Source: an optimization exercise on an open RTL-to-GDS flow (aim: small area). Production flows keep margins and buffers that such runs may drop.
Only simulation tests tie the RTL to the original design; equivalence was not proved.
Power figures rest on the tool's default switching activity, not on a simulated workload.

### config.mk
export PLATFORM = sky130hd
export DESIGN_NAME = parking_lot_top
export DESIGN_NICKNAME = parking_lot_top
export VERILOG_FILES = /design/flow/design.v
export SDC_FILE = /design/flow/constraint.sdc
export NUM_CORES = 4
export LEC_CHECK = 0
export CAP_MARGIN = 20
export CORE_MARGIN = 2
export CORE_UTILIZATION = 40
export SLEW_MARGIN = 20
### constraint.sdc
create_clock -name core_clock -period 10.0 [get_ports {clock}]
set_input_delay 2.0000 -clock core_clock [delete_from_list [all_inputs] [get_ports {clock}]]
set_output_delay 2.0000 -clock core_clock [all_outputs]
set_load 0.01 [all_outputs]
### design.v
package parking_pkg;
	typedef logic [15:0] plate_t;
	typedef logic [2:0] floor_t;  
	typedef logic [7:0] fee_t;
	typedef enum logic {
		order_park,
		order_retrieve
	} order_kind_t;
	typedef enum logic [2:0] {
		st_idle,         
		st_plate_swap,   
		st_load,         
		st_travel_out,
		st_store,        
		st_pickup,       
		st_travel_home
	} elevator_state_t;
	localparam int NUM_FLOORS = 7;
	localparam int QUEUE_DEPTH = 8;
	localparam logic [3:0] CLASS_HANDICAPPED = 4'b1001;
	localparam logic [3:0] CLASS_HYBRID = 4'b1000;
	localparam fee_t FEE_MAX = 8'd255;
endpackage
`timescale 1ns/100ps
module order_queue (
	input logic clock,
	input logic reset,
	input logic park_req,
	input logic retrieve_req,
	input parking_pkg::plate_t order_plate,
	input logic order_take,
	output logic order_valid,
	output parking_pkg::order_kind_t order_kind,
	output parking_pkg::plate_t order_plate_q,
	output logic order_dropped
);
	parking_pkg::plate_t plate_mem [0:parking_pkg::QUEUE_DEPTH-1];
	logic kind_mem [0:parking_pkg::QUEUE_DEPTH-1];
	logic [3:0] rd_ptr;
	logic [3:0] wr_ptr;
	logic strobe;
	logic full;
	logic push;
	assign strobe = park_req || retrieve_req;
	assign full = (wr_ptr ^ rd_ptr) == 4'b1000;
	assign push = strobe && !full;
	assign order_valid = (wr_ptr != rd_ptr);
	assign order_kind = parking_pkg::order_kind_t'(kind_mem[rd_ptr[2:0]]);
	assign order_plate_q = plate_mem[rd_ptr[2:0]];
	always_ff @(posedge clock) begin
		if (push) begin
			plate_mem[wr_ptr[2:0]] <= order_plate;
			kind_mem[wr_ptr[2:0]] <= retrieve_req;
		end
	end
	always_ff @(posedge clock or posedge reset) begin
		if (reset) begin
			rd_ptr <= '0;
			wr_ptr <= '0;
			order_dropped <= 1'b0;
		end else begin
			order_dropped <= strobe && full;
			if (push)
				wr_ptr <= wr_ptr + 1'b1;
			if (order_take)  
				rd_ptr <= rd_ptr + 1'b1;
		end
	end
endmodule
`timescale 1ns/100ps
module fee_meter (
	input logic clock,
	input logic start,    
	input logic run,      
	output logic [7:0] count
);
	logic step;
	assign step = run && !(&count);
	always_ff @(posedge clock) begin
		count <= start ? 8'd1 : count + {7'b0, step};
	end
endmodule
`timescale 1ns/100ps
module slot_table (
	input logic clock,
	input logic reset,
	input logic store_strobe,
	input parking_pkg::plate_t store_plate,
	input logic clear_strobe,
	input parking_pkg::floor_t spot_floor,
	input logic spot_place,
	input logic suv_query,
	input parking_pkg::plate_t hit_plate,
	output parking_pkg::floor_t free_floor,
	output logic free_place,
	output logic free_found,
	output parking_pkg::floor_t hit_floor,
	output logic hit_place,
	output logic hit_found,
	output logic [7:0] spot_count,
	output logic full_sedan,
	output logic full_suv
);
	parking_pkg::plate_t spots [1:parking_pkg::NUM_FLOORS][2];
	logic [7:0] counts [1:parking_pkg::NUM_FLOORS][2];
	logic valid [1:parking_pkg::NUM_FLOORS][2];
	logic sel [1:parking_pkg::NUM_FLOORS][2];
	always_comb begin
		for (int f = 1; f <= parking_pkg::NUM_FLOORS; f++)
			for (int p = 0; p < 2; p++)
				sel[f][p] = (spot_floor == parking_pkg::floor_t'(f)) && (spot_place == (p == 1));
	end
	always_ff @(posedge clock or posedge reset) begin
		if (reset) begin
			for (int f = 1; f <= parking_pkg::NUM_FLOORS; f++) begin
				valid[f][0] <= 1'b0;
				valid[f][1] <= 1'b0;
			end
		end else begin
			for (int f = 1; f <= parking_pkg::NUM_FLOORS; f++)
				for (int p = 0; p < 2; p++)
					if (sel[f][p] && (store_strobe || clear_strobe))
						valid[f][p] <= store_strobe;
		end
	end
	always_ff @(posedge clock) begin
		for (int f = 1; f <= parking_pkg::NUM_FLOORS; f++)
			for (int p = 0; p < 2; p++)
				if (sel[f][p] && store_strobe)
					spots[f][p] <= store_plate;
	end
	always_comb begin
		full_sedan = 1'b1;
		full_suv = 1'b1;
		for (int f = 1; f <= parking_pkg::NUM_FLOORS; f++) begin
			if (f % 2 == 0)
				full_sedan = full_sedan && valid[f][0] && valid[f][1];
			else
				full_suv = full_suv && valid[f][0] && valid[f][1];
		end
	end
	always_comb begin
		logic allowed;
		free_found = 1'b0;
		free_floor = '0;
		free_place = 1'b0;
		for (int f = 1; f <= parking_pkg::NUM_FLOORS; f++) begin
			allowed = (f % 2 == 1) ? (suv_query || full_sedan) : !suv_query;
			if (allowed && !free_found && !(valid[f][0] && valid[f][1])) begin
				free_found = 1'b1;
				free_floor = parking_pkg::floor_t'(f);
				free_place = valid[f][0];  
			end
		end
	end
	always_comb begin
		hit_found = 1'b0;
		hit_floor = '0;
		hit_place = 1'b0;
		spot_count = '0;
		for (int f = 1; f <= parking_pkg::NUM_FLOORS; f++) begin
			for (int p = 0; p < 2; p++) begin
				if (!hit_found && valid[f][p] && spots[f][p] == hit_plate) begin
					hit_found = 1'b1;
					hit_floor = parking_pkg::floor_t'(f);
					hit_place = (p == 1);
				end
				if (sel[f][p])
					spot_count = counts[f][p];
			end
		end
	end
	for (genvar f = 1; f <= parking_pkg::NUM_FLOORS; f++) begin : g_floor
		for (genvar p = 0; p < 2; p++) begin : g_place
			fee_meter meter_i (
				.clock(clock),
				.start(store_strobe && sel[f][p]),
				.run(valid[f][p] && !(clear_strobe && sel[f][p])),
				.count(counts[f][p])
			);
		end
	end
endmodule
`timescale 1ns/100ps
module elevator_controller (
	input logic clock,
	input logic reset,
	input logic order_valid,
	input parking_pkg::order_kind_t order_kind,
	input parking_pkg::plate_t order_plate_q,
	input parking_pkg::floor_t free_floor,
	input logic free_place,
	input logic free_found,
	input parking_pkg::floor_t hit_floor,
	input logic hit_place,
	input logic hit_found,
	input logic [7:0] spot_count,
	output logic order_take,
	output logic suv_query,
	output logic store_strobe,
	output parking_pkg::plate_t store_plate,
	output logic clear_strobe,
	output parking_pkg::floor_t spot_floor,
	output logic spot_place,
	output parking_pkg::floor_t current_floor,
	output logic plate_type,
	output logic park_done,
	output logic car_out,
	output parking_pkg::plate_t car_out_plate,
	output parking_pkg::fee_t fee,
	output logic order_rejected
);
	parking_pkg::elevator_state_t state;
	parking_pkg::elevator_state_t state_next;
	parking_pkg::order_kind_t kind_r;  
	parking_pkg::plate_t plate_r;
	logic swap_needed;
	logic load_reject;
	logic arriving_home;
	logic [3:0] car_class;
	assign swap_needed = (order_plate_q[0] != plate_type);
	assign load_reject = (plate_r == '0) || !free_found;
	assign suv_query = plate_r[0];
	assign order_take = (state == parking_pkg::st_idle) && order_valid;
	assign store_strobe = (state == parking_pkg::st_store);
	assign clear_strobe = (state == parking_pkg::st_pickup);
	assign store_plate = plate_r;
	assign park_done = (state == parking_pkg::st_store);
	assign car_out_plate = plate_r;
	assign car_class = plate_r[15:12];
	always_comb begin
		if (car_class == parking_pkg::CLASS_HANDICAPPED)
			fee = '0;
		else if (car_class == parking_pkg::CLASS_HYBRID)
			fee = spot_count;
		else
			fee = spot_count[7] ? parking_pkg::FEE_MAX : {spot_count[6:0], 1'b0};
	end
	assign order_rejected = (order_take && order_kind == parking_pkg::order_retrieve && !hit_found)
		|| (state == parking_pkg::st_load && load_reject);
	assign arriving_home = (current_floor == 3'd1)
		&& (state == parking_pkg::st_pickup
		|| (state == parking_pkg::st_travel_home && kind_r == parking_pkg::order_retrieve));
	always_comb begin
		state_next = state;
		case (state)
			parking_pkg::st_idle: begin
				if (order_valid) begin
					if (order_kind == parking_pkg::order_park)
						state_next = swap_needed ? parking_pkg::st_plate_swap : parking_pkg::st_load;
					else if (hit_found)
						state_next = swap_needed ? parking_pkg::st_plate_swap
							: parking_pkg::st_travel_out;
				end
			end
			parking_pkg::st_plate_swap: begin
				state_next = (kind_r == parking_pkg::order_park) ? parking_pkg::st_load
					: parking_pkg::st_travel_out;
			end
			parking_pkg::st_load:
				state_next = load_reject ? parking_pkg::st_idle : parking_pkg::st_travel_out;
			parking_pkg::st_travel_out: begin
				if (parking_pkg::floor_t'(current_floor + 3'd1) == spot_floor)
					state_next = (kind_r == parking_pkg::order_park) ? parking_pkg::st_store
						: parking_pkg::st_pickup;
			end
			parking_pkg::st_store, parking_pkg::st_pickup:
				state_next = (current_floor == 3'd1) ? parking_pkg::st_idle
					: parking_pkg::st_travel_home;
			parking_pkg::st_travel_home: begin
				if (current_floor == 3'd1)
					state_next = parking_pkg::st_idle;
			end
			default: state_next = parking_pkg::st_idle;
		endcase
	end
	always_ff @(posedge clock or posedge reset) begin
		if (reset) begin
			state <= parking_pkg::st_idle;
			current_floor <= '0;
			plate_type <= 1'b0;  
			car_out <= 1'b0;
		end else begin
			state <= state_next;
			car_out <= arriving_home;
			case (state)
				parking_pkg::st_plate_swap: plate_type <= !plate_type;
				parking_pkg::st_travel_out: current_floor <= current_floor + 3'd1;
				parking_pkg::st_store, parking_pkg::st_travel_home, parking_pkg::st_pickup:
					current_floor <= current_floor - 3'd1;  
				default: ;
			endcase
		end
	end
	always_ff @(posedge clock) begin
		if (order_take) begin
			plate_r <= order_plate_q;
			kind_r <= order_kind;
			spot_floor <= hit_floor;  
			spot_place <= hit_place;
		end else if (state == parking_pkg::st_load) begin
			spot_floor <= free_floor;
			spot_place <= free_place;
		end
	end
endmodule
`timescale 1ns/100ps
module parking_lot_top (
	input logic clock,
	input logic reset,
	input logic park_req,
	input logic retrieve_req,
	input parking_pkg::plate_t order_plate,
	output parking_pkg::floor_t current_floor,
	output logic plate_type,
	output logic park_done,
	output parking_pkg::floor_t park_floor,
	output logic park_place,
	output logic car_out,
	output parking_pkg::plate_t car_out_plate,
	output parking_pkg::fee_t fee,
	output logic order_rejected,
	output logic order_dropped,
	output logic full_sedan,
	output logic full_suv
);
	logic order_valid;
	logic order_take;
	parking_pkg::order_kind_t order_kind;
	parking_pkg::plate_t order_plate_q;
	logic suv_query;
	parking_pkg::plate_t store_plate;
	logic store_strobe;
	logic clear_strobe;
	parking_pkg::floor_t free_floor;
	logic free_place;
	logic free_found;
	parking_pkg::floor_t hit_floor;
	logic hit_place;
	logic hit_found;
	logic [7:0] spot_count;
	order_queue queue_i (
		.clock(clock),
		.reset(reset),
		.park_req(park_req),
		.retrieve_req(retrieve_req),
		.order_plate(order_plate),
		.order_take(order_take),
		.order_valid(order_valid),
		.order_kind(order_kind),
		.order_plate_q(order_plate_q),
		.order_dropped(order_dropped)
	);
	elevator_controller controller_i (
		.clock(clock),
		.reset(reset),
		.order_valid(order_valid),
		.order_kind(order_kind),
		.order_plate_q(order_plate_q),
		.free_floor(free_floor),
		.free_place(free_place),
		.free_found(free_found),
		.hit_floor(hit_floor),
		.hit_place(hit_place),
		.hit_found(hit_found),
		.spot_count(spot_count),
		.order_take(order_take),
		.suv_query(suv_query),
		.store_strobe(store_strobe),
		.store_plate(store_plate),
		.clear_strobe(clear_strobe),
		.spot_floor(park_floor),
		.spot_place(park_place),
		.current_floor(current_floor),
		.plate_type(plate_type),
		.park_done(park_done),
		.car_out(car_out),
		.car_out_plate(car_out_plate),
		.fee(fee),
		.order_rejected(order_rejected)
	);
	slot_table slots_i (
		.clock(clock),
		.reset(reset),
		.store_strobe(store_strobe),
		.store_plate(store_plate),
		.clear_strobe(clear_strobe),
		.spot_floor(park_floor),
		.spot_place(park_place),
		.suv_query(suv_query),
		.hit_plate(order_plate_q),
		.free_floor(free_floor),
		.free_place(free_place),
		.free_found(free_found),
		.hit_floor(hit_floor),
		.hit_place(hit_place),
		.hit_found(hit_found),
		.spot_count(spot_count),
		.full_sedan(full_sedan),
		.full_suv(full_suv)
	);
endmodule
### run.sh
#!/bin/bash
# synth_recipe.tcl (not shown) runs the flow's synth.tcl, then flattens the netlist and writes it again
# the make line also repeats each setting of config.mk as NAME=value (left out here)
make -C /OpenROAD-flow-scripts/flow DESIGN_CONFIG=/design/flow/config.mk WORK_HOME=/design/flow/orfs CLKGATE_MAP_FILE= SYNTH_SCRIPT=/design/flow/synth_recipe.tcl finish
==> impl_metrics.env, run 1 <==
export IMPL_first_global_vias=14300
export IMPL_timing_final_crit_share_pct=77.7
export IMPL_critPathMaxFanout=20
export IMPL_core_um2=57500
export IMPL_syn_area_um2=23200
export IMPL_io_pins=58
export IMPL_slew_viol_final=0
export IMPL_grt_overflow=0
export IMPL_end_kind="primary output"
export IMPL_synth_common_cells="edfxtp_1 (381), xor2_1 (242), nor2_1 (191)"
export IMPL_p_leak_uw=0.00964
export IMPL_powerDensity_nw_per_um2=268
export IMPL_finClkSkew_ns=0.0263
export IMPL_detail_route_antenna_nets=0
export IMPL_clock_sinks=524
export IMPL_syn_area_per_cell_um2=13.0
export IMPL_via_per_inst=5.36
export IMPL_setup_tns_final_ns=0
export IMPL_crit_arrival_ns=5.77
export IMPL_routed_wl_um=59600
export IMPL_place_area_um2=24900
export IMPL_startpoint_type="flop"
export IMPL_vdd_drop_max_uv=148
export IMPL_cts_tree="built"
export IMPL_fin_cells=2696
export IMPL_syn2layout_area_growth_pct=14.6
export IMPL_slew_limit_headroom_pct=21.2
export IMPL_diodes=0
export IMPL_setup_viol=0
export IMPL_fp_row_count=88
export IMPL_die_w_um=245
export IMPL_post_cts_resized=0
export IMPL_design_area_um2=26600
export IMPL_rsz0062_at_grt="false"
export IMPL_synth_top_cell_by_area="edfxtp_1"
export IMPL_root_buffer="clkbuf_16"
export IMPL_routedWlPerCell_um=22.1
export IMPL_die_area_um2=60000
export IMPL_ys_warn_count=11
export IMPL_synth_edf_count=381
export IMPL_antenna_found_initial=1
export IMPL_portBuffers=57
export IMPL_synth_nets=1832
export IMPL_period_minus_slack_ns=7.77
export IMPL_start_util_pct=40.4
export IMPL_clk_insertion_delay_late_ns=0.62
export IMPL_synth_ff_type="edfxtp_1"
export IMPL_cts_max_path_buffers=3
export IMPL_fp_dieH_um=245
export IMPL_gp_congestion=0.859
export IMPL_final_nets=1940
export IMPL_max_freq_ghz=0.129
export IMPL_ys_ff_latch=524
export IMPL_worstHoldPathType="flop to flop"
export IMPL_ys_seq_area_share_pct=62.3
export IMPL_synthCells=1779
export IMPL_cts_buffers=54
export IMPL_synth_cell_types=77
export IMPL_synth_most_common_cell="edfxtp_1"
export IMPL_grt_use_total_pct=19.9
export IMPL_dp_cells=2596
export IMPL_synth_top_area_share_pct=49.3
export IMPL_critPathKind="flop to primary output"
export IMPL_grt_max_degree=54
export IMPL_cts_setup_buffers=0
export IMPL_first_iter_violations=1150
export IMPL_async_flop_share_pct=5.92
export IMPL_hold_buffers=0
export IMPL_maxCapViolCount=0
export IMPL_cts_clk_slew_worst_paths_ns=0.06
export IMPL_outcome="no timing/DRC/antenna violations"
export IMPL_critPathRequiredTime_ns=8.00
export IMPL_cts_max_level=2
export IMPL_place_hpwl_um=38600
export IMPL_synthTopCellsByArea="edfxtp_1 (49%), dfxtp_1 (9.7%), xor2_1 (9.1%)"
export IMPL_drive_above_1_share_pct=10.8
export IMPL_dr_pass1_iters=5
export IMPL_vias=14500
export IMPL_drc=0
export IMPL_n_fill_cell=5173
export IMPL_grt_pass1_wl_um=89400
export IMPL_worst_slew_pin_slew_ns=1.18
export IMPL_hold_viol=0
cells by family after synthesis:
| family | Yosys count | share of synthesized area [%] |
|---|---|---|
| simple gates | 539 | 11.7 |
| compound gates | 189 | 5.63 |
| xor+xnor | 314 | 11.9 |
| mux | 87 | 4.66 |
| flops | 524 | 62.3 |
| fa+ha+maj | 33 | 1.78 |
| buf+inv | 93 | 2.03 |
layer usage:
layer / vias to the layer above / GRT usage [%] / routed length, um
met1: 7216 / 27.4 / 26200
met5: - / 0 / 0
met3: 93 / 3.18 / 3420
li1: 6715 / - / -
met2: 427 / 32.5 / 28300
met4: 0 / 5.97 / 1620
worst paths after layout:
kind,start,to,slack [ns],cells after the start
setup / recovery,queue_i.rd_ptr[1]$_DFFE_PP0P_,order_rejected,2.23,10
hold / removal,queue_i.wr_ptr[3]$_DFFE_PP0P_,queue_i.wr_ptr[3]$_DFFE_PP0P_,0.49,1
setup reg to reg,queue_i.rd_ptr[1]$_DFFE_PP0P_,controller_i.spot_floor[0]$_DFFE_PP_,5.30,10
hold reg to reg,queue_i.wr_ptr[3]$_DFFE_PP0P_,queue_i.wr_ptr[3]$_DFFE_PP0P_,0.49,1
max in group asynchronous,reset,queue_i.rd_ptr[0]$_DFFE_PP0P_,7.86,3
min in group asynchronous,reset,queue_i.order_dropped$_DFF_PP0_,1.80,3
power by group:
group,switching [uW],internal [uW]
combinational,1540,858
clock,838,1130
sequential,178,2580
total,2550,4570
registers in the layout, summed over array words and instances (netlist names), 3 cells and up:
name,cells
controller_i.spot_floor,3
queue_i.plate_mem,128
slots_i.valid,14
queue_i.wr_ptr,4
controller_i.current_floor,3
queue_i.rd_ptr,4
controller_i.state,3
slots_i.spots,224
queue_i.kind_mem,8
controller_i.plate_r,16
slots_i.g_floor.g_place.meter_i.count,112
worst max-delay path, stage by stage (launching register included):
cell and delay (ns):
dfrtp_1 0.90, nor2b_2 0.72, a22oi_1 0.23, nand2_1 0.78
nor2_1 0.11, o2111ai_1 0.25, nor4_1 0.10, nor4_1 0.62
nand4_1 0.39, o32ai_1 0.39, clkdlybuf4s50_1 0.66
cells in the final DEF, fill, tap and decap left out, types with 49 or more instances in the layout:
master / netlist / layout
dfxtp_1: 112 / 112
nand3_1: 69 / 69
clkbuf_16: 0 / 55
clkdlybuf4s50_1: 0 / 57
xor2_1: 242 / 242
o21ai_0: 49 / 49
nand2_1: 72 / 72
buf_4: 11 / 55
mux2i_1: 63 / 63
nor2_1: 191 / 175
xnor2_1: 72 / 72
edfxtp_1: 381 / 381
nand4_1: 59 / 59
stage by stage:
step / hold WS, ns / utilization [%] / power, uW / setup slack [ns]
after floorplan: 0.460 / - / 4420 / 5.19
after global placement: 0.475 / 43.2 / 5180 / 2.60
after detailed placement: 0.476 / 43.3 / 5220 / 2.54
after CTS: 0.488 / 46.2 / 7190 / 1.87
after global routing: 0.507 / 46.2 / 7470 / 1.95
final: 0.486 / 46.2 / 7130 / 2.23
layout make-up:
class	count	area [um^2]	area share, %
Sequential cell	524	14500	54.4
Multi-Input combinational cell	1162	8330	31.3
Clock buffer	71	1460	5.48
Timing Repair Buffer	113	995	3.74
Tap cell	765	957	3.60
Clock inverter	29	259	0.974
Inverter	32	120	0.452
==> run 2, diff against run 1 <==
--- a/design.v
+++ b/design.v
@@ -165,8 +165,7 @@
 					hit_floor = parking_pkg::floor_t'(f);
 					hit_place = (p == 1);
 				end
-				if (sel[f][p])
-					spot_count = counts[f][p];
+				spot_count = spot_count | (counts[f][p] & {8{sel[f][p]}});
 			end
 		end
 	end
--- a/config.mk
+++ b/config.mk
@@ -8,4 +8,7 @@
 export CAP_MARGIN = 20
 export CORE_MARGIN = 2
 export CORE_UTILIZATION = 40
+export CTS_BUF_LIST = sky130_fd_sc_hd__clkbuf_8
+export CTS_CLUSTER_DIAMETER = 60
+export CTS_CLUSTER_SIZE = 16
 export SLEW_MARGIN = 20
==> run 2 against run 1 <==
  * Still clean on timing, DRC and antenna
  * Global-route usage fell by 0.45 points
  * Clock-buffer cell count decreased by 21
  * Area after synthesis decreased by 1.3%
  * Final cell count down 2.7%
  * Critical path depth up 1
  * Combinational power shrank 17%
  * Wire length shrank 1.8%
  * Utilization is 1.4 points lower
  * Largest power group unchanged
==> impl_metrics.env, run 2 <==
export IMPL_outcome="no timing/DRC/antenna violations"
export IMPL_synth_top_area_share_pct=49.9
export IMPL_root_buffer="clkbuf_8"
export IMPL_first_global_vias=13900
export IMPL_synth_common_cells="edfxtp_1 (381), xor2_1 (259), nor2_1 (180)"
export IMPL_fp_dieH_um=243
export IMPL_die_w_um=243
export IMPL_ys_seq_area_share_pct=63.1
export IMPL_worst_slew_pin_slew_ns=1.18
export IMPL_grt_max_degree=46
export IMPL_pwr_share_clk_pct=21.6
export IMPL_worstHoldPathType="flop to flop"
export IMPL_dr_pass1_iters=6
export IMPL_startpoint_type="flop"
export IMPL_detail_route_antenna_nets=0
export IMPL_synthTopCellsByArea="edfxtp_1 (50%), xor2_1 (9.9%), dfxtp_1 (9.8%)"
export IMPL_slew_viol_final=0
export IMPL_pwr_share_comb_pct=33.3
export IMPL_drive_above_1_share_pct=9.28
export IMPL_die_area_um2=59200
export IMPL_maxCapViolCount=0
export IMPL_first_iter_violations=1438
export IMPL_syn2layout_area_growth_pct=10.6
export IMPL_power_switching_uw=2250
export IMPL_cts_max_path_buffers=3
export IMPL_fp_row_count=87
export IMPL_critPathMaxFanout=17
export IMPL_synth_nets=1791
export IMPL_period_minus_slack_ns=7.61
export IMPL_routed_wl_um=58500
export IMPL_powerDensity_nw_per_um2=237
export IMPL_antenna_found_initial=1
export IMPL_place_hpwl_um=39000
export IMPL_crit_arrival_ns=5.61
export IMPL_reg2reg_setup_slack_ns=5.39
export IMPL_synth_most_common_cell="edfxtp_1"
export IMPL_cts_setup_buffers=0
export IMPL_reg2reg_to="controller_i.spot_place$_DFFE_PP_"
export IMPL_ys_ff_latch=524
export IMPL_clk_insertion_delay_late_ns=0.66
export IMPL_via_per_inst=5.47
export IMPL_start_util_pct=40.5
export IMPL_n_fill_cell=5051
export IMPL_post_cts_resized=0
export IMPL_critPathRequiredTime_ns=8.00
export IMPL_cts_max_level=2
export IMPL_timing_final_crit_share_pct=76.1
export IMPL_syn_area_per_cell_um2=13.2
export IMPL_cts_clk_slew_worst_paths_ns=0.09
export IMPL_largest_register="slots_i.spots"
export IMPL_grt_use_total_pct=19.5
export IMPL_hold_buffers=0
export IMPL_grt_pass1_wl_um=87000
export IMPL_synthCells=1738
export IMPL_reg2reg_from="queue_i.rd_ptr[2]$_DFFE_PP0P_"
export IMPL_io_pins=58
export IMPL_portBuffers=57
export IMPL_routedWlPerCell_um=22.3
export IMPL_cts_tree="built"
export IMPL_vdd_drop_max_uv=110
export IMPL_final_common_cell="edfxtp_1"
export IMPL_finClkSkew_ns=0.0457
export IMPL_hold_depth=1
export IMPL_hold_path_startpoint="queue_i.wr_ptr[3]$_DFFE_PP0P_"
export IMPL_largest_reg_flops=224
export IMPL_slew_limit_headroom_pct=21.1
export IMPL_clock_sinks=524
export IMPL_final_cell_mix="edfxtp_1 (381), xor2_1 (259), nor2_1 (163)"
export IMPL_synth_top_cell_by_area="edfxtp_1"
export IMPL_vias=14300
export IMPL_netSwitchingFraction_pct=37.4
export IMPL_synth_edf_count=381
export IMPL_min_delay_worst_endpoint="queue_i.wr_ptr[3]$_DFFE_PP0P_"
export IMPL_grt_overflow=0
export IMPL_setup_tns_final_ns=0
export IMPL_max_freq_ghz=0.131
export IMPL_final_nets=1888
export IMPL_syn_area_um2=22900
export IMPL_drc=0
export IMPL_async_flop_share_pct=5.92
export IMPL_end_kind="primary output"
export IMPL_critPathKind="flop to primary output"
export IMPL_seq_power_share_pct=45.1
export IMPL_synth_cell_types=67
export IMPL_synth_ff_type="edfxtp_1"
export IMPL_cts_buffers=45
export IMPL_hold_viol=0
export IMPL_ys_warn_count=11
export IMPL_rsz0062_at_grt="false"
export IMPL_p_leak_uw=0.00918
export IMPL_gp_congestion=0.892
export IMPL_whs_ns=0.490
export IMPL_internal_power_uw=3750
export IMPL_core_um2=56500
export IMPL_ff2ff_path_depth=10
export IMPL_setup_viol=0
-- run 2: worst max-delay path by stage --
stage	from	to	slack, ns	cells past startpoint
3_5_place_dp	queue_i.rd_ptr[0]$_DFFE_PP0P_	order_rejected	3.14	12
3_3_place_gp	queue_i.rd_ptr[2]$_DFFE_PP0P_	order_rejected	3.17	11
2_1_floorplan	queue_i.rd_ptr[1]$_DFFE_PP0P_	order_rejected	5.16	14
5_1_grt	queue_i.rd_ptr[0]$_DFFE_PP0P_	order_rejected	2.22	12
4_1_cts	queue_i.rd_ptr[0]$_DFFE_PP0P_	order_rejected	2.40	12
6_report	queue_i.rd_ptr[2]$_DFFE_PP0P_	order_rejected	2.39	11
-- run 2: final cells by class --
cell class | instances | area [um^2] | area share, %
Multi-Input combinational cell | 1136 | 8020 | 31.7
Sequential cell | 524 | 14500 | 57.1
Clock inverter | 27 | 240 | 0.948
Inverter | 32 | 120 | 0.474
Tap cell | 756 | 946 | 3.73
Timing Repair Buffer | 96 | 863 | 3.41
Antenna cell | 1 | 2.50 | 0.00987
Clock buffer | 50 | 688 | 2.72
-- run 2: per-stage QoR --
stage	worst slack (ns)	power, uW	cell area (um^2)	instances	utilization (%)
5_1_grt	2.22	6300	25300	2622	44.9
6_report	2.39	6000	25300	2622	44.9
3_3_place_gp	3.17	4740	24400	2544	43.2
3_5_place_dp	3.14	4760	24400	2544	43.2
2_1_floorplan	5.16	4210	22900	1738	-
4_1_cts	2.40	6060	25300	2621	44.8
-- run 2: routing by layer --
metal | global-route usage (%) | vias up | part of all wire (%)
li1 | - | 6580 | -
met1 | 26.3 | 7186 | 43
met2 | 32.1 | 477 | 48
met3 | 2.94 | 102 | 6.2
met4 | 6.37 | 0 | 2.9
met5 | 0 | - | 0
-- run 2: cell families after synthesis --
logic type	count (synthesis)	synth area share, %
DFF	524	63.1
buffers and inverters	78	2.18
adders and majority gates	33	1.80
xor gates and xnor gates	304	11.6
AOI/OAI and AO/OA	199	6.11
and+or+nand+nor	533	11.7
muxes	67	3.43
-- run 2: critical path, stage by stage (launching register included) --
cell and delay [ns]:
dfrtp_1 0.66, nor2b_1 1.03, a22oi_1 0.29, nand2_2 0.56
xor2_1 0.19, nand4_1 0.21, or4_1 0.60, and4bb_2 0.30
nand2_1 0.09, or3_1 0.28, o22ai_1 0.20, clkdlybuf4s50_1 0.52
-- run 2: power by group through the flow --
stage          clock network, uW  logic [uW]  registers [uW]
2_1_floorplan                  0        1520            2690
3_3_place_gp                   0        1990            2750
3_5_place_dp                   0        2010            2760
4_1_cts                     1330        2020            2710
5_1_grt                     1400        2180            2730
6_report                    1290        2000            2710
==> run 3, diff against run 2 <==
--- a/config.mk
+++ b/config.mk
@@ -8,7 +8,8 @@
 export CAP_MARGIN = 20
 export CORE_MARGIN = 2
 export CORE_UTILIZATION = 40
-export CTS_BUF_LIST = sky130_fd_sc_hd__clkbuf_8
-export CTS_CLUSTER_DIAMETER = 60
-export CTS_CLUSTER_SIZE = 16
+export CTS_BUF_LIST = sky130_fd_sc_hd__clkbuf_16
+export CTS_CLUSTER_DIAMETER = 100
+export CTS_CLUSTER_SIZE = 26
+export GPL_TIMING_DRIVEN = 0
 export SLEW_MARGIN = 20
==> run 3 against run 2 <==
  * Wire length fell by 1.3%
  * Sequential share of layout area fell by 0.21 points
  * Register-to-register slack improved by 0.43 ns
  * First-iteration DRC count fell by 26%
  * Still clean
  * Maximum frequency rose by 7.5%
  * Utilization rose by 0.16 points
  * Clock power fell by 12%
  * Final cell count fell by 0.57%
  * Setup slack improved by 0.53 ns
  * Worst hold slack improved by 0.0077 ns
  * Flip-flop and latch count did not move
  * Clock-buffer cell count fell by 25
==> impl_metrics.env, run 3 <==
export IMPL_outcome="no timing/DRC/antenna violations"
export IMPL_grt_pass1_wl_um=87900
export IMPL_crit_arrival_ns=5.07
export IMPL_vias=14200
export IMPL_reg2reg_from="queue_i.rd_ptr[1]$_DFFE_PP0P_"
export IMPL_cts_setup_buffers=0
export IMPL_end_kind="primary output"
export IMPL_drive_above_1_share_pct=7.83
export IMPL_synth_top_family_by_area="simple AND/OR/NAND/NOR gates"
export IMPL_cts_tree="built"
export IMPL_ys_warn_count=11
export IMPL_setup_viol=0
export IMPL_fp_row_count=87
export IMPL_first_global_vias=14000
export IMPL_synth_ff_type="edfxtp_1"
export IMPL_rsz0062_at_grt="false"
export IMPL_cts_buffers=24
export IMPL_dp_cells=2564
export IMPL_routed_wl_um=57800
export IMPL_synthSimpleGateAreaFrac_pct=11.7
export IMPL_diodes=0
export IMPL_fin_ws_ns=2.93
export IMPL_timing_final_crit_share_pct=70.7
export IMPL_pre_cts_slack_ns=3.55
export IMPL_grt_max_degree=32
export IMPL_synth_top_cell_by_area="edfxtp_1"
export IMPL_detail_route_antenna_nets=0
export IMPL_routedWlPerCell_um=22.2
export IMPL_whs_ns=0.498
export IMPL_maxCapViolCount=0
export IMPL_root_buffer="clkbuf_16"
export IMPL_synth_top_area_share_pct=49.9
export IMPL_critPathKind="flop to primary output"
export IMPL_place_hpwl_um=40000
export IMPL_io_pins=58
export IMPL_synth_compound_area_share_pct=6.11
export IMPL_vdd_drop_max_uv=142
export IMPL_synth_xor_area_share_pct=11.6
export IMPL_synth_most_common_cell="edfxtp_1"
export IMPL_hold_buffers=0
export IMPL_synth_common_cells="edfxtp_1 (381), xor2_1 (259), nor2_1 (180)"
export IMPL_slew_limit_headroom_pct=30.5
export IMPL_cts_max_path_buffers=3
export IMPL_ys_seq_area_share_pct=63.1
export IMPL_grt_overflow=0
export IMPL_via_per_inst=5.47
export IMPL_p_leak_uw=0.00918
export IMPL_gp_congestion=0.912
export IMPL_synth_fa_ha_area_share_pct=1.80
export IMPL_worstHoldPathType="flop to flop"
export IMPL_pwr_share_comb_pct=36.5
export IMPL_cts_clk_slew_worst_paths_ns=0.10
export IMPL_worst_slew_pin_slew_ns=1.03
export IMPL_dr_pass1_iters=5
export IMPL_synthMuxAreaShare_pct=3.43
export IMPL_async_flop_share_pct=5.92
export IMPL_startpoint_type="flop"
export IMPL_hold_viol=0
export IMPL_syn_area_um2=22900
export IMPL_final_cell_mix="edfxtp_1 (381), xor2_1 (259), nor2_1 (160)"
export IMPL_critPathRequiredTime_ns=8.00
export IMPL_synth_cell_types=67
export IMPL_final_nets=1887
export IMPL_syn_area_per_cell_um2=13.2
export IMPL_largest_reg_flops=224
export IMPL_seq_power_share_pct=44.6
export IMPL_core_um2=56500
export IMPL_reg2reg_to="controller_i.spot_floor[0]$_DFFE_PP_"
export IMPL_first_iter_violations=1061
export IMPL_die_w_um=243
export IMPL_pwr_share_clk_pct=18.9
export IMPL_cts_max_level=1
export IMPL_startpoint="queue_i.rd_ptr[1]$_DFFE_PP0P_"
export IMPL_clock_sinks=524
export IMPL_portBuffers=57
export IMPL_max_freq_ghz=0.141
export IMPL_die_area_um2=59200
export IMPL_slew_viol_final=0
export IMPL_largest_register="slots_i.spots"
export IMPL_drc=0
export IMPL_internal_power_uw=3820
export IMPL_netSwitchingFraction_pct=36.5
export IMPL_finClkSkew_ns=0.0356
export IMPL_powerDensity_nw_per_um2=237
export IMPL_fp_dieH_um=243
export IMPL_reg2reg_setup_slack_ns=5.82
export IMPL_ff2ff_path_depth=14
export IMPL_synth_edf_count=381
export IMPL_grt_use_total_pct=19.4
export IMPL_period_minus_slack_ns=7.07
export IMPL_final_common_cell="edfxtp_1"
export IMPL_antenna_found_initial=1
export IMPL_syn2layout_area_growth_pct=11.0
export IMPL_clk_insertion_delay_late_ns=0.58
export IMPL_synthCells=1738
export IMPL_synth_nets=1791
export IMPL_synthTopCellsByArea="edfxtp_1 (50%), xor2_1 (9.9%), dfxtp_1 (9.8%)"
export IMPL_start_util_pct=40.5
export IMPL_critPathMaxFanout=10
export IMPL_post_cts_resized=0
export IMPL_setup_tns_final_ns=0
export IMPL_crit_end="order_rejected"
export IMPL_power_switching_uw=2200
export IMPL_ys_ff_latch=524
export IMPL_fin_cells=2607
## run 3: cell type report
type / instances / area (um^2)
Timing Repair Buffer: 70 / 729
Buffer: 46 / 382
Inverter: 32 / 120
Multi-Input combinational cell: 1136 / 8080
Sequential cell: 524 / 14500
Fill cell: 5084 / 31100
Clock buffer: 25 / 626
Clock inverter: 18 / 93.8
Tap cell: 756 / 946
## run 3: logic make-up after synthesis
family / Yosys count
XOR/XNOR: 304
multiplexers: 67
buffers and inverters: 78
flip-flops: 524
AO/OA/AOI/OAI: 199
AND/OR/NAND/NOR: 533
adder cells (fa/ha/maj): 33
## run 3: worst max-delay path, stage by stage (launching register included)
cell and delay (ns):
dfrtp_1 0.40, buf_6 0.15, buf_12 0.14, nor2b_2 0.27, buf_2 0.33, a32oi_1 0.11, nand2_1 0.40, buf_6 0.27
xor2_1 0.09, nand4_1 0.17, nor4_1 0.15, nor4_1 0.41, nand3_1 0.24, or3_1 0.42, o22ai_1 0.31, clkdlybuf4s50_1 0.61
## run 3: layer usage
| layer | global-route usage (%) | up-vias | routed length (um) |
|---|---|---|---|
| li1 | - | 6578 | - |
| met5 | 0 | - | 0 |
| met2 | 32.5 | 402 | 27800 |
| met1 | 26.6 | 7186 | 25400 |
| met3 | 2.05 | 83 | 2880 |
| met4 | 6.15 | 0 | 1650 |
## run 3: how the worst min path moves through the flow
| stage | from | endpoint | cells after the start |
|---|---|---|---|
| after floorplan | queue_i.wr_ptr[3]$_DFFE_PP0P_ | queue_i.wr_ptr[3]$_DFFE_PP0P_ | 1 |
| after global placement | queue_i.wr_ptr[3]$_DFFE_PP0P_ | queue_i.wr_ptr[3]$_DFFE_PP0P_ | 1 |
| after detailed placement | queue_i.wr_ptr[3]$_DFFE_PP0P_ | queue_i.wr_ptr[3]$_DFFE_PP0P_ | 1 |
| after CTS | queue_i.wr_ptr[3]$_DFFE_PP0P_ | queue_i.wr_ptr[3]$_DFFE_PP0P_ | 1 |
| after global routing | queue_i.wr_ptr[3]$_DFFE_PP0P_ | queue_i.wr_ptr[3]$_DFFE_PP0P_ | 1 |
| final | queue_i.wr_ptr[3]$_DFFE_PP0P_ | queue_i.wr_ptr[3]$_DFFE_PP0P_ | 1 |
## run 3: metrics by stage
stage          cell area [um^2]  util, %  total power (uW)
2_1_floorplan             22900        -              4210
3_3_place_gp              24400     43.2              4870
3_5_place_dp              24700     43.7              4950
4_1_cts                   25400     45.0              6080
5_1_grt                   25400     45.0              6350
6_report                  25400     45.0              6020
## run 3: power groups by stage
| stage | sequential [uW] | clock, uW | combinational [uW] |
|---|---|---|---|
| 2_1_floorplan | 2690 | 0 | 1520 |
| 3_3_place_gp | 2740 | 0 | 2140 |
| 3_5_place_dp | 2740 | 0 | 2220 |
| 4_1_cts | 2690 | 1170 | 2230 |
| 5_1_grt | 2710 | 1240 | 2400 |
| 6_report | 2690 | 1140 | 2200 |
==> run 4, diff against run 3 <==
--- a/config.mk
+++ b/config.mk
@@ -10,6 +10,5 @@
 export CORE_UTILIZATION = 40
 export CTS_BUF_LIST = sky130_fd_sc_hd__clkbuf_16
 export CTS_CLUSTER_DIAMETER = 100
-export CTS_CLUSTER_SIZE = 26
-export GPL_TIMING_DRIVEN = 0
+export CTS_CLUSTER_SIZE = 30
 export SLEW_MARGIN = 20
==> run 4 against run 3 <==
  * Global-route usage decreased by 0.32 points
  * Wire length increased by 0.79%
  * Sequential power hardly changed
  * Setup slack got worse by 0.39 ns
  * Highest routed layer unchanged
  * Worst hold slack worse by 0.0022 ns
  * Largest cell class unchanged
==> impl_metrics.env, run 4 <==
export IMPL_synth_edf_count=381
export IMPL_syn2layout_area_growth_pct=9.16
export IMPL_power_uw=5770
export IMPL_critPathRequiredTime_ns=8.00
export IMPL_cts_tree="built"
export IMPL_hold_viol=0
export IMPL_portBuffers=57
export IMPL_critPathMaxFanout=17
export IMPL_fin_util_pct=44.3
export IMPL_dp_cells=2544
export IMPL_worstHoldPathType="flop to flop"
export IMPL_synthCells=1738
export IMPL_routedWlPerCell_um=22.6
export IMPL_ys_ff_latch=524
export IMPL_synthTopCellsByArea="edfxtp_1 (50%), xor2_1 (9.9%), dfxtp_1 (9.8%)"
export IMPL_vias=14100
export IMPL_period_minus_slack_ns=7.46
export IMPL_synth_most_common_cell="edfxtp_1"
export IMPL_fp_dieH_um=243
export IMPL_crit_arrival_ns=5.46
export IMPL_critPathKind="flop to primary output"
export IMPL_synth_ff_type="edfxtp_1"
export IMPL_p_leak_uw=0.00901
export IMPL_start_util_pct=40.5
export IMPL_end_kind="primary output"
export IMPL_async_flop_share_pct=5.92
export IMPL_grt_use_total_pct=19.1
export IMPL_setup_viol=0
export IMPL_finClkSkew_ns=0.0329
export IMPL_synth_common_cells="edfxtp_1 (381), xor2_1 (259), nor2_1 (180)"
export IMPL_clk_insertion_delay_late_ns=0.59
export IMPL_clock_sinks=524
export IMPL_detail_route_antenna_nets=0
export IMPL_cp_slowest_cell="nor2b_1"
export IMPL_final_cell_mix="edfxtp_1 (381), xor2_1 (259), nor2_1 (163)"
export IMPL_ys_seq_area_share_pct=63.1
export IMPL_syn_area_per_cell_um2=13.2
export IMPL_synth_top_area_share_pct=49.9
export IMPL_cts_max_path_buffers=3
export IMPL_largest_register="slots_i.spots"
export IMPL_ys_warn_count=11
export IMPL_n_fill_cell=5054
export IMPL_vdd_drop_max_uv=167
export IMPL_cts_buffers=21
export IMPL_drive_above_1_share_pct=7.18
export IMPL_drc=0
export IMPL_diodes=0
export IMPL_cts_setup_buffers=0
export IMPL_routed_wl_um=58200
export IMPL_fin_cells=2580
export IMPL_first_global_vias=13600
export IMPL_timing_final_crit_share_pct=74.6
export IMPL_max_freq_ghz=0.134
export IMPL_fp_row_count=87
export IMPL_cts_max_level=1
export IMPL_slew_viol_final=0
export IMPL_largest_reg_flops=224
export IMPL_synth_cell_types=67
export IMPL_via_per_inst=5.48
export IMPL_final_nets=1864
export IMPL_grt_pass1_wl_um=86000
export IMPL_slew_limit_headroom_pct=25.8
export IMPL_max_stage_delay_ns=0.97
export IMPL_post_cts_resized=0
export IMPL_cts_clk_slew_worst_paths_ns=0.11
export IMPL_worstPathCellList="nor2b_1, a22oi_1, nand2_2, xor2_1, nand4_1, or4_1, and4bb_2, nand2_1, or3_1, o22ai_1, clkdlybuf4s50_1"
export IMPL_rsz0062_at_grt="false"
export IMPL_outcome="no timing/DRC/antenna violations"
export IMPL_root_buffer="clkbuf_16"
export IMPL_first_iter_violations=1369
export IMPL_syn_area_um2=22900
export IMPL_startpoint_type="flop"
export IMPL_gp_congestion=0.892
export IMPL_setup_tns_final_ns=0
export IMPL_synth_nets=1791
export IMPL_core_um2=56500
export IMPL_synth_top_cell_by_area="edfxtp_1"
export IMPL_powerDensity_nw_per_um2=231
export IMPL_maxCapViolCount=0
export IMPL_final_common_cell="edfxtp_1"
export IMPL_hold_buffers=0
export IMPL_dr_pass1_iters=7
export IMPL_die_area_um2=59200
export IMPL_worst_slew_pin_slew_ns=1.10
export IMPL_grt_max_degree=46
export IMPL_io_pins=58
export IMPL_antenna_found_initial=0
export IMPL_die_w_um=243
export IMPL_grt_overflow=0
export IMPL_place_hpwl_um=39000
-- run 4: cell counts after synthesis --
Identical to the previous run, type by type.
-- run 4: cell families after synthesis --
logic type                 count (synthesis)  share of synthesized area (%)
and+or+nand+nor                          533                           11.7
muxes                                     67                           3.43
adders and majority gates                 33                           1.80
AOI/OAI and AO/OA                        199                           6.11
buffers and inverters                     78                           2.18
xor gates and xnor gates                 304                           11.6
DFF                                      524                           63.1
-- run 4: final cells by class --
cell class	count	area [um^2]	share of cell area (%)
Multi-Input combinational cell	1136	8020	32.1
Clock buffer	21	526	2.10
Timing Repair Buffer	96	863	3.45
Inverter	32	120	0.480
Sequential cell	524	14500	57.8
Tap cell	756	946	3.78
Clock inverter	15	67.6	0.270
-- run 4: worst max-delay path, delay by kind of cell (launching register included) --
family          cells  cell delay (ns)
xor+xnor            1             0.19
compound gates      2             0.49
buf+inv             1             0.52
simple gates        7             3.02
flops               1             0.66
-- run 4: path summary, 6_finish.rpt --
kind	startpoint	to	slack (ns)	cells after the start
max	queue_i.rd_ptr[2]$_DFFE_PP0P_	order_rejected	2.54	11
min	queue_i.wr_ptr[3]$_DFFE_PP0P_	queue_i.wr_ptr[3]$_DFFE_PP0P_	0.50	1
max reg2reg	queue_i.rd_ptr[2]$_DFFE_PP0P_	controller_i.spot_place$_DFFE_PP_	5.49	10
min reg2reg	queue_i.wr_ptr[3]$_DFFE_PP0P_	queue_i.wr_ptr[3]$_DFFE_PP0P_	0.50	1
max in group asynchronous	reset	queue_i.rd_ptr[0]$_DFFE_PP0P_	7.83	3
min in group asynchronous	reset	slots_i.valid[2]$_DFFE_PP0P_	1.82	3
-- run 4: per-stage QoR --
stage	cell area [um^2]	hold slack [ns]	worst slack [ns]
6_report	25000	0.496	2.54
5_1_grt	25000	0.509	2.30
4_1_cts	25000	0.500	2.51
3_5_place_dp	24400	0.484	3.14
3_3_place_gp	24400	0.476	3.17
2_1_floorplan	22900	0.460	5.16
-- run 4: power breakdown --
part	switching, uW	internal [uW]	total (uW)
logic	1330	671	2000
clock network	671	393	1060
registers	155	2550	2710
total	2150	3620	5770
-- run 4: metal layers --
layer | up-vias | track usage (%) | wire length [um]
li1 | 6504 | - | -
met2 | 435 | 31.9 | 27600
met1 | 7130 | 26.5 | 25700
met3 | 75 | 2.06 | 3260
met4 | 0 | 5.43 | 1590
met5 | - | 0 | 0
==> run 5, diff against run 4 <==
==> flow/run.sh (new file) <==
#!/bin/bash
# Own layout flow: the standard ORFS flow (standard.sh) with three changes:
#  - ABC maps the logic with an area-oriented script (flow/abc_area.script) in
#    place of ORFS's speed script; every other synthesis step is unchanged, so
#    the registers, their names and cell types are the standard synthesis's;
#  - the port buffers are buf_1 cells;
#  - CTS clusters up to 26 sinks per clkbuf_16 and inserts no dummy loads.
# Each make run's full output goes to a log file of its own in this folder.
set -euo pipefail
W=$(pwd)
rm -rf "$W/scripts"
cp -r "$FLOW_HOME/scripts" "$W/scripts"
cp "$W/flow/abc_area.script" "$W/scripts/abc_speed.script"
ARGS=("SCRIPTS_DIR=$W/scripts"
	"BUFFER_PORTS_ARGS=-buffer_cell sky130_fd_sc_hd__buf_1"
	"CTS_ARGS=-sink_clustering_enable -repair_clock_nets -dont_use_dummy_load -buf_list sky130_fd_sc_hd__clkbuf_16 -sink_clustering_size 26 -sink_clustering_max_diameter 100")
bash standard.sh "${ARGS[@]}" synth > "$W/synth.log" 2>&1
bash standard.sh "${ARGS[@]}" finish > "$W/layout.log" 2>&1
==> flow/abc_area.script (new file) <==
&get -n
&st
&dch
&nf -a
&put
topo
stime -c
==> standard.sh (new file) <==
#!/bin/bash
# synth_recipe.tcl (not shown) runs the flow's synth.tcl, then flattens the netlist and writes it again
# the make line also repeats each setting of config.mk as NAME=value (left out here)
make -C /OpenROAD-flow-scripts/flow DESIGN_CONFIG=/design/flow/config.mk WORK_HOME=/design/flow/orfs CLKGATE_MAP_FILE= SYNTH_SCRIPT=/design/flow/synth_recipe.tcl "${@:-finish}"
==> config.mk (replaced) <==
export PLATFORM = sky130hd
export DESIGN_NAME = parking_lot_top
export DESIGN_NICKNAME = parking_lot_top
export VERILOG_FILES = /design/flow/design.v
export SDC_FILE = /design/flow/constraint.sdc
export NUM_CORES = 4
export LEC_CHECK = 0
export CAP_MARGIN = 0
export CORE_MARGIN = 2
export CORE_UTILIZATION = 60
export GPL_TIMING_DRIVEN = 0
export PLACE_DENSITY = 0.75
export SLEW_MARGIN = 0
removed: run.sh
==> run 5 against run 4 <==
  * Wire length shrank 3.8%
  * Critical path type unchanged
  * Largest cell class unchanged
  * Clock-buffer cell count grew 3
  * Setup slack gained 0.19 ns
  * Critical endpoint unchanged
==> impl_metrics.env, run 5 <==
export IMPL_outcome="no timing/DRC/antenna violations"
export IMPL_ys_seq_area_share_pct=65.6
export IMPL_synth_top_family_by_area="simple AND/OR/NAND/NOR gates"
export IMPL_routedWlPerCell_um=25.1
export IMPL_finClkSkew_ns=0.0620
export IMPL_setup_tns_final_ns=0
export IMPL_post_cts_resized=0
export IMPL_hold_path_startpoint="queue_i.wr_ptr[3]$_DFFE_PP0P_"
export IMPL_hold_viol=0
export IMPL_rsz0062_at_grt="false"
export IMPL_p_leak_uw=0.00804
export IMPL_powerDensity_nw_per_um2=312
export IMPL_clock_sinks=524
export IMPL_max_freq_ghz=0.137
export IMPL_portBuffers=57
export IMPL_final_nets=1816
export IMPL_cts_max_level=1
export IMPL_cts_clk_slew_worst_paths_ns=0.10
export IMPL_io_pins=58
export IMPL_synth_edf_count=381
export IMPL_final_cell_mix="edfxtp_1 (381), nor2_1 (156), nand2_1 (120)"
export IMPL_cp_slowest_cell="dfrtp_2"
export IMPL_syn2layout_area_growth_pct=11.4
export IMPL_gp_congestion=0.901
export IMPL_synth_compound_area_share_pct=9.60
export IMPL_ff2ff_path_depth=15
export IMPL_crit_arrival_ns=5.27
export IMPL_cts_setup_buffers=0
export IMPL_synthCells=1639
export IMPL_period_minus_slack_ns=7.27
export IMPL_critPathMaxFanout=22
export IMPL_first_global_vias=14500
export IMPL_slew_viol_final=0
export IMPL_ys_ff_latch=524
export IMPL_grt_pass1_wl_um=85300
export IMPL_synth_top_area_share_pct=51.9
export IMPL_ys_warn_count=11
export IMPL_critPathKind="flop to primary output"
export IMPL_root_buffer="clkbuf_16"
export IMPL_setup_viol=0
export IMPL_clk_insertion_delay_late_ns=0.59
export IMPL_reg2reg_from="queue_i.rd_ptr[0]$_DFFE_PP0P_"
export IMPL_start_util_pct=60.5
export IMPL_end_kind="primary output"
export IMPL_syn_area_per_cell_um2=13.5
export IMPL_cts_tree="built"
export IMPL_cp_top_family="simple AND/OR/NAND/NOR gates"
export IMPL_synth_most_common_cell="edfxtp_1"
export IMPL_routed_top_layer="met4"
export IMPL_synth_top_cell_by_area="edfxtp_1"
export IMPL_grt_overflow=0
export IMPL_reg2reg_to="controller_i.state[0]$_DFFE_PP0P_"
export IMPL_synth_xor_area_share_pct=6.63
export IMPL_critPathRequiredTime_ns=8.00
export IMPL_synth_nets=1692
export IMPL_fp_row_count=70
export IMPL_wl_met1_um=22000
export IMPL_grt_max_degree=39
export IMPL_antenna_found_initial=0
export IMPL_routed_wl_um=56000
export IMPL_syn_area_um2=22100
export IMPL_drc=0
export IMPL_largest_register="slots_i.spots"
export IMPL_synth_common_cells="edfxtp_1 (381), nor2_1 (176), nand2_1 (121)"
export IMPL_max_stage_delay_ns=0.87
export IMPL_synth_ff_type="edfxtp_1"
export IMPL_worst_slew_pin_slew_ns=1.16
export IMPL_synthTopCellsByArea="edfxtp_1 (52%), dfxtp_1 (10%), xor2_1 (3.9%)"
export IMPL_synthSimpleGateAreaFrac_pct=11.5
export IMPL_die_w_um=196
export IMPL_vias=14900
export IMPL_dr_pass1_iters=10
export IMPL_first_iter_violations=1846
export IMPL_place_hpwl_um=36300
export IMPL_async_flop_share_pct=5.92
export IMPL_synth_fa_ha_area_share_pct=1.87
export IMPL_slew_limit_headroom_pct=22.5
export IMPL_min_delay_worst_endpoint="queue_i.wr_ptr[3]$_DFFE_PP0P_"
export IMPL_diodes=0
export IMPL_hold_depth=1
export IMPL_synthMuxAreaShare_pct=4.35
export IMPL_cts_buffers=24
export IMPL_maxCapViolCount=0
export IMPL_drive_above_1_share_pct=8.18
export IMPL_reg2reg_setup_slack_ns=4.89
export IMPL_grt_use_total_pct=29.5
export IMPL_via_per_inst=6.69
export IMPL_dr_wl_met3_um=5470
export IMPL_die_area_um2=38300
export IMPL_startpoint_type="flop"
export IMPL_cts_max_path_buffers=3
export IMPL_vdd_drop_max_uv=196
export IMPL_fin_util_pct=67.4
export IMPL_crit_buf_inv=3
export IMPL_core_um2=36400
export IMPL_synth_cell_types=59
export IMPL_met2_length_um=27100
export IMPL_worstHoldPathType="flop to flop"
export IMPL_hold_buffers=0
export IMPL_final_common_cell="edfxtp_1"
export IMPL_worstPathCellList="buf_12, mux4_2, mux2i_4, buf_16, o21ai_0, nor4_1, nand4_1, or4_1, and4_1, nand4b_1, and4b_1, nand4_1, o21ai_0, buf_1"
export IMPL_detail_route_antenna_nets=0
export IMPL_largest_reg_flops=224
export IMPL_fp_dieH_um=196
export IMPL_timing_final_crit_share_pct=72.7
run 5: cell count changes in the layout (fill, tap and decap cells not counted), sizes merged, moves of 37 or more:
cell and delta:
a21oi +37, xor2 -160, inv -45, a22oi -54, nand2 +48, buf +60
mux2i -42, clkdlybuf4s50 -57
run 5: layout make-up:
cell class	count	area, um^2
Tap cell	468	586
Buffer	1	7.51
Inverter	26	97.6
Timing Repair Buffer	98	1060
Sequential cell	524	14500
Fill cell	2527	11900
Multi-Input combinational cell	1088	7760
Clock buffer	24	601
run 5: worst max-delay path by stage:
stage | from | end | cells past startpoint
after CTS | queue_i.rd_ptr[0]$_DFFE_PP0P_ | order_rejected | 14
final | queue_i.rd_ptr[0]$_DFFE_PP0P_ | order_rejected | 14
after global routing | queue_i.rd_ptr[0]$_DFFE_PP0P_ | order_rejected | 14
after detailed placement | queue_i.rd_ptr[0]$_DFFE_PP0P_ | order_rejected | 14
after global placement | queue_i.rd_ptr[0]$_DFFE_PP0P_ | order_rejected | 12
after floorplan | queue_i.rd_ptr[0]$_DFFE_PP0P_ | order_rejected | 11
run 5: per-layer routing:
layer,global-route usage [%],up-vias
met5,0,-
met4,8.53,0
met3,4.59,117
met2,49.4,805
met1,40.7,7390
li1,-,6611
run 5: stage by stage:
stage | area (um^2) | total power [uW] | std cells | setup WS [ns] | hold slack (ns)
floorplan | 22100 | 4970 | 1639 | 2.79 | 0.458
global placement | 22900 | 6070 | 2164 | 0.221 | 0.474
detailed placement | 24000 | 6570 | 2205 | 3.34 | 0.488
CTS | 24600 | 7630 | 2229 | 2.68 | 0.501
global route | 24600 | 8010 | 2229 | 2.45 | 0.517
finish | 24600 | 7670 | 2229 | 2.73 | 0.494
run 5: kinds of logic (layout without fill, tap and decap cells):
group,Yosys count,count (layout)
muxes,53,53
xor gates and xnor gates,167,167
AOI/OAI and AO/OA,303,303
and+or+nand+nor,532,532
adders and majority gates,33,33
DFF,524,524
buffers and inverters,27,149
run 5: report_power, final:
part           leakage, uW  total [uW]  internal, uW  switching (uW)
Sequential         0.00476        3560          2870             690
Combinational      0.00298        3040          1270            1770
Clock             0.000296        1060           430             630
==> run 6, diff against run 5 <==
--- a/config.mk
+++ b/config.mk
@@ -7,7 +7,6 @@
 export LEC_CHECK = 0
 export CAP_MARGIN = 0
 export CORE_MARGIN = 2
-export CORE_UTILIZATION = 60
+export CORE_UTILIZATION = 40
 export GPL_TIMING_DRIVEN = 0
-export PLACE_DENSITY = 0.75
 export SLEW_MARGIN = 0
==> run 6 against run 5 <==
  * Cell area rose by 1.2%
  * Global-route usage fell by 9.3 points
  * Setup slack improved by 0.13 ns
  * Clock skew rose by 0.0039 ns
  * Die area rose by 49%
  * Maximum frequency rose by 1.8%
  * Wire length rose by 3.8%
  * Sequential share of layout area fell by 0.70 points
  * Utilization fell by 22 points
  * Register-to-register slack improved by 0.07 ns
  * Combinational power barely moved
  * Largest cell class unchanged
  * Highest routed layer unchanged
==> impl_metrics.env, run 6 <==
export IMPL_grt_overflow=0
export IMPL_syn_area_um2=22100
export IMPL_clock_sinks=524
export IMPL_finClkSkew_ns=0.0659
export IMPL_ys_ff_latch=524
export IMPL_vias=14700
export IMPL_startpoint_type="flop"
export IMPL_setup_tns_final_ns=0
export IMPL_via_per_inst=5.95
export IMPL_maxCapViolCount=0
export IMPL_worstHoldPathType="flop to flop"
export IMPL_synthTopCellsByArea="edfxtp_1 (52%), dfxtp_1 (10%), xor2_1 (3.9%)"
export IMPL_design_area_um2=24900
export IMPL_cts_max_level=1
export IMPL_synth_cell_types=59
export IMPL_worstPathCellList="buf_12, mux4_2, mux2i_4, buf_8, xor2_1, nand3_1, nor4_1, o2111ai_1, and4_1, nand4b_1, and4b_1, nand4_1, o21ai_0, buf_1"
export IMPL_drive_above_1_share_pct=8.17
export IMPL_clk_insertion_delay_late_ns=0.59
export IMPL_grt_pass1_wl_um=87000
export IMPL_synth_top_cell_by_area="edfxtp_1"
export IMPL_hold_buffers=0
export IMPL_synth_top_area_share_pct=51.9
export IMPL_cts_clk_slew_worst_paths_ns=0.10
export IMPL_whs_ns=0.503
export IMPL_syn2layout_area_growth_pct=12.8
export IMPL_largest_register="slots_i.spots"
export IMPL_place_area_um2=24300
export IMPL_antenna_found_initial=1
export IMPL_ys_warn_count=11
export IMPL_slew_limit_headroom_pct=11.5
export IMPL_multiInputGateArea_um2=7750
export IMPL_p_leak_uw=0.00804
export IMPL_syn_area_per_cell_um2=13.5
export IMPL_use_met3_pct=2.42
export IMPL_dr_pass1_iters=7
export IMPL_cts_buffers=24
export IMPL_async_flop_share_pct=5.92
export IMPL_final_cell_mix="edfxtp_1 (381), nor2_1 (156), nand2_1 (121)"
export IMPL_synth_edf_count=381
export IMPL_synth_ff_type="edfxtp_1"
export IMPL_routedWlPerCell_um=23.6
export IMPL_cp_slowest_cell="dfrtp_2"
export IMPL_place_hpwl_um=38600
export IMPL_final_common_cell="edfxtp_1"
export IMPL_crit_buf_inv=3
export IMPL_max_freq_ghz=0.140
export IMPL_grt_busiest_layer="met2"
export IMPL_gp_congestion=0.858
export IMPL_critPathMaxFanout=25
export IMPL_die_area_um2=57000
export IMPL_critPathRequiredTime_ns=8.00
export IMPL_period_minus_slack_ns=7.15
export IMPL_seq_area_um2=14500
export IMPL_gr_usage_met1_pct=28.9
export IMPL_cts_tree="built"
export IMPL_final_nets=1818
export IMPL_die_w_um=239
export IMPL_grtUsageMet2_pct=33.3
export IMPL_synth_common_cells="edfxtp_1 (381), nor2_1 (176), nand2_1 (121)"
export IMPL_routed_wl_um=58100
export IMPL_setup_viol=0
export IMPL_critPathKind="flop to primary output"
export IMPL_cts_setup_buffers=0
export IMPL_hold_viol=0
export IMPL_crit_arrival_ns=5.15
export IMPL_fp_dieH_um=239
export IMPL_post_cts_resized=0
export IMPL_synthCells=1639
export IMPL_synth_nets=1692
export IMPL_slew_viol_final=0
export IMPL_timing_final_crit_share_pct=71.5
export IMPL_cp_top_family="simple AND/OR/NAND/NOR gates"
export IMPL_diodes=0
export IMPL_ys_seq_area_share_pct=65.6
export IMPL_fp_row_count=86
export IMPL_portBuffers=57
export IMPL_io_pins=58
export IMPL_worst_slew_pin_slew_ns=1.33
export IMPL_n_fill_cell=4822
export IMPL_vdd_drop_max_uv=182
export IMPL_outcome="no timing/DRC/antenna violations"
export IMPL_synth_most_common_cell="edfxtp_1"
export IMPL_rsz0062_at_grt="false"
export IMPL_grt_max_degree=38
export IMPL_first_global_vias=14100
export IMPL_largest_reg_flops=224
export IMPL_core_um2=54800
export IMPL_root_buffer="clkbuf_16"
export IMPL_drc=0
export IMPL_max_stage_delay_ns=0.69
export IMPL_end_kind="primary output"
export IMPL_grt_use_total_pct=20.2
export IMPL_first_iter_violations=1524
export IMPL_powerDensity_nw_per_um2=308
export IMPL_start_util_pct=40.3
export IMPL_detail_route_antenna_nets=0
export IMPL_cts_max_path_buffers=3
==> run 6: changes by cell type in the layout (fill, tap and decap cells not counted) <==
cell	change
nor4bb_2	-1
nor4bb_1	+1
nand2_1	+1
nand2_2	-1
buf_16	-3
buf_12	+3
buf_8	+2
==> run 6: power by group <==
group | total (uW) | internal, uW | switching, uW
logic | 3050 | 1260 | 1800
clock network | 1070 | 431 | 643
registers | 3540 | 2870 | 666
total | 7670 | 4560 | 3100
==> run 6: worst paths after layout <==
check	start	to	slack (ns)	cells after the start
min	queue_i.wr_ptr[3]$_DFFE_PP0P_	queue_i.wr_ptr[3]$_DFFE_PP0P_	0.50	1
min in group asynchronous	reset	queue_i.rd_ptr[1]$_DFFE_PP0P_	1.58	2
min reg2reg	queue_i.wr_ptr[3]$_DFFE_PP0P_	queue_i.wr_ptr[3]$_DFFE_PP0P_	0.50	1
max reg2reg	queue_i.rd_ptr[0]$_DFFE_PP0P_	controller_i.state[0]$_DFFE_PP0P_	4.96	15
max in group asynchronous	reset	queue_i.rd_ptr[2]$_DFFE_PP0P_	7.82	2
max	queue_i.rd_ptr[0]$_DFFE_PP0P_	order_rejected	2.85	14
==> run 6: kinds of logic (layout without fill, tap and decap cells) <==
family          Yosys count  after routing  share of synthesized area (%)
simple gates            532            532                           11.5
flops                   524            524                           65.6
compound gates          303            303                           9.60
xor+xnor                167            167                           6.63
mux                      53             53                           4.35
fa+ha+maj                33             33                           1.87
buf+inv                  27            151                          0.477
==> run 6: metal layers <==
layer,share of wire (%),vias to the layer above
met3,6.5,83
met5,0,-
li1,-,6599
met2,47,538
met1,44,7465
met4,1.9,0
==> run 6: final cells by class <==
cell class | count | share of cell area (%)
sequential | 524 | 58.2
multi-input combinational | 1088 | 31.2
timing repair buffer | 100 | 4.29
tap | 704 | 3.54
clock buffer | 24 | 2.42
inverter | 26 | 0.392
buffer | 1 | 0.0302
==> run 6: through the flow <==
stage                     utilization [%]  cells  setup WS [ns]  power, uW
final                                45.4   2467           2.85       7670
after global routing                 45.4   2467           2.56       8050
after CTS                            45.4   2466           2.84       7700
after detailed placement             44.3   2442           3.45       6640
after global placement               42.3   2400          0.145       6180
after floorplan                         -   1639           2.79       4970
==> run 7, diff against run 6 <==
--- a/config.mk
+++ b/config.mk
@@ -5,8 +5,8 @@
 export SDC_FILE = /design/flow/constraint.sdc
 export NUM_CORES = 4
 export LEC_CHECK = 0
-export CAP_MARGIN = 0
+export CAP_MARGIN = 20
 export CORE_MARGIN = 2
 export CORE_UTILIZATION = 40
 export GPL_TIMING_DRIVEN = 0
-export SLEW_MARGIN = 0
+export SLEW_MARGIN = 20
==> run 7 against run 6 <==
  * Still clean
  * Clock-buffer cell count stayed put
  * Global-route usage increased by 0.17 points
  * Wire length fell by 0.17%
  * Die area unchanged
  * Sequential share of layout area rose by 0.24 points
  * Via count shrank 0.78%
  * Setup slack gained 0.11 ns
  * Non-clock buffer count decreased by 7
  * Worst hold slack lost 0.0061 ns
  * Combinational power increased by 3%
  * Clock power barely moved
  * Synthesized cell count stayed put
  * Largest cell class unchanged
  * Largest power group unchanged
  * Highest routed layer is now met5
==> impl_metrics.env, run 7 <==
export IMPL_maxCapViolCount=0
export IMPL_first_global_vias=14100
export IMPL_grt_pass1_wl_um=88000
export IMPL_synthTopCellsByArea="edfxtp_1 (52%), dfxtp_1 (10%), xor2_1 (3.9%)"
export IMPL_wl_met1_um=25800
export IMPL_diodes=0
export IMPL_syn2layout_area_growth_pct=12.3
export IMPL_clk_insertion_delay_late_ns=0.59
export IMPL_critPathMaxFanout=25
export IMPL_antenna_found_initial=2
export IMPL_synth_compound_area_share_pct=9.60
export IMPL_syn_area_um2=22100
export IMPL_finClkSkew_ns=0.0700
export IMPL_worstPathCellList="buf_12, mux4_2, mux2i_4, buf_8, xor2_1, o221ai_1, a2111oi_0, nand4_1, nand2_1, nand4b_1, and4b_1, nand4_1, o21ai_0, buf_1"
export IMPL_routedWlPerCell_um=23.6
export IMPL_synth_xor_area_share_pct=6.63
export IMPL_cts_buffers=24
export IMPL_critPathKind="flop to primary output"
export IMPL_cts_max_level=1
export IMPL_crit_arrival_ns=5.04
export IMPL_cp_slowest_cell="dfrtp_4"
export IMPL_die_w_um=239
export IMPL_routed_wl_um=58000
export IMPL_hold_viol=0
export IMPL_slew_limit_headroom_pct=26.5
export IMPL_via_per_inst=5.92
export IMPL_fp_dieH_um=239
export IMPL_synth_top_area_share_pct=51.9
export IMPL_clock_sinks=524
export IMPL_largest_reg_flops=224
export IMPL_worstHoldPathType="flop to flop"
export IMPL_dr_pass1_iters=6
export IMPL_outcome="no timing/DRC/antenna violations"
export IMPL_final_common_cell="edfxtp_1"
export IMPL_cts_clk_slew_worst_paths_ns=0.10
export IMPL_dp_cells=2436
export IMPL_synthCells=1639
export IMPL_timing_final_crit_share_pct=70.4
export IMPL_powerDensity_nw_per_um2=312
export IMPL_vdd_drop_max_uv=197
export IMPL_end_kind="primary output"
export IMPL_design_area_um2=24800
export IMPL_grt_use_total_pct=20.4
export IMPL_fin_cells=2460
export IMPL_cts_tree="built"
export IMPL_worst_slew_pin_slew_ns=1.10
export IMPL_ys_ff_latch=524
export IMPL_synth_most_common_cell="edfxtp_1"
export IMPL_grt_max_degree=34
export IMPL_core_um2=54800
export IMPL_grt_overflow=0
export IMPL_portBuffers=57
export IMPL_synthMuxAreaShare_pct=4.35
export IMPL_die_area_um2=57000
export IMPL_startpoint_type="flop"
export IMPL_synth_top_family_by_area="simple AND/OR/NAND/NOR gates"
export IMPL_max_freq_ghz=0.142
export IMPL_drive_above_1_share_pct=7.92
export IMPL_p_leak_uw=0.00798
export IMPL_ys_warn_count=11
export IMPL_routed_top_layer="met5"
export IMPL_rsz0062_at_grt="false"
export IMPL_synth_edf_count=381
export IMPL_dr_wl_met3_um=4100
export IMPL_drc=0
export IMPL_largest_register="slots_i.spots"
export IMPL_start_util_pct=40.3
export IMPL_async_flop_share_pct=5.92
export IMPL_place_hpwl_um=39200
export IMPL_synth_top_cell_by_area="edfxtp_1"
export IMPL_io_pins=58
## run 7: final cells by class
cell class	count	area, um^2
buffer	1	7.51
clock buffer	24	601
tap	704	881
sequential	524	14500
timing repair buffer	93	885
multi-input combinational	1088	7840
inverter	26	98.8
fill	4835	30000
## run 7: routing by layer
layer / vias to the layer above / global-route usage (%)
met4: 2 / 4.32
met5: - / 0
li1: 6583 / -
met1: 7308 / 29.4
met3: 73 / 2.51
met2: 604 / 33.2
## run 7: cells by family (layout without fill, tap and decap cells)
family	after synthesis	count (layout)
mux	53	53
xor+xnor	167	167
buf+inv	27	144
simple gates	532	532
flops	524	524
fa+ha+maj	33	33
compound gates	303	303
## run 7: path summary, 6_finish.rpt
path	from	to	slack, ns	cells after the start
min reg2reg	queue_i.wr_ptr[3]$_DFFE_PP0P_	queue_i.wr_ptr[3]$_DFFE_PP0P_	0.50	1
max reg2reg	queue_i.rd_ptr[0]$_DFFE_PP0P_	controller_i.state[0]$_DFFE_PP0P_	5.07	15
min	queue_i.wr_ptr[3]$_DFFE_PP0P_	queue_i.wr_ptr[3]$_DFFE_PP0P_	0.50	1
max in group asynchronous	reset	queue_i.rd_ptr[0]$_DFFE_PP0P_	8.06	2
max	queue_i.rd_ptr[0]$_DFFE_PP0P_	order_rejected	2.96	14
min in group asynchronous	reset	queue_i.wr_ptr[2]$_DFFE_PP0P_	1.49	2
## run 7: worst reg2reg max path, stage by stage, from the launching register on
cell and delay, ns:
dfrtp_4 0.63, buf_12 0.27, mux4_2 0.57, mux2i_4 0.62
buf_8 0.26, xor2_1 0.17, o221ai_1 0.12, a2111oi_0 0.36
nand4_1 0.30, nand2_1 0.22, nand4b_1 0.16, and4b_1 0.23
nand4_1 0.20, a21boi_0 0.17, nand2b_1 0.20, mux2_1 0.32
## run 7: stage by stage
stage	worst slack [ns]	hold slack (ns)	util, %	power [uW]
2_1_floorplan	2.79	0.458	-	4970
3_3_place_gp	0.145	0.480	42.3	6180
3_5_place_dp	3.57	0.485	44.1	6690
4_1_cts	2.95	0.502	45.2	7760
5_1_grt	2.60	0.514	45.2	8130
6_report	2.96	0.497	45.2	7720
## run 7: report_power, final
part | switching, uW | leakage, uW | total, uW | internal (uW)
registers | 635 | 0.00476 | 3510 | 2880
clock network | 642 | 0.000296 | 1070 | 431
logic | 1850 | 0.00292 | 3140 | 1290
total | 3130 | 0.00798 | 7720 | 4600
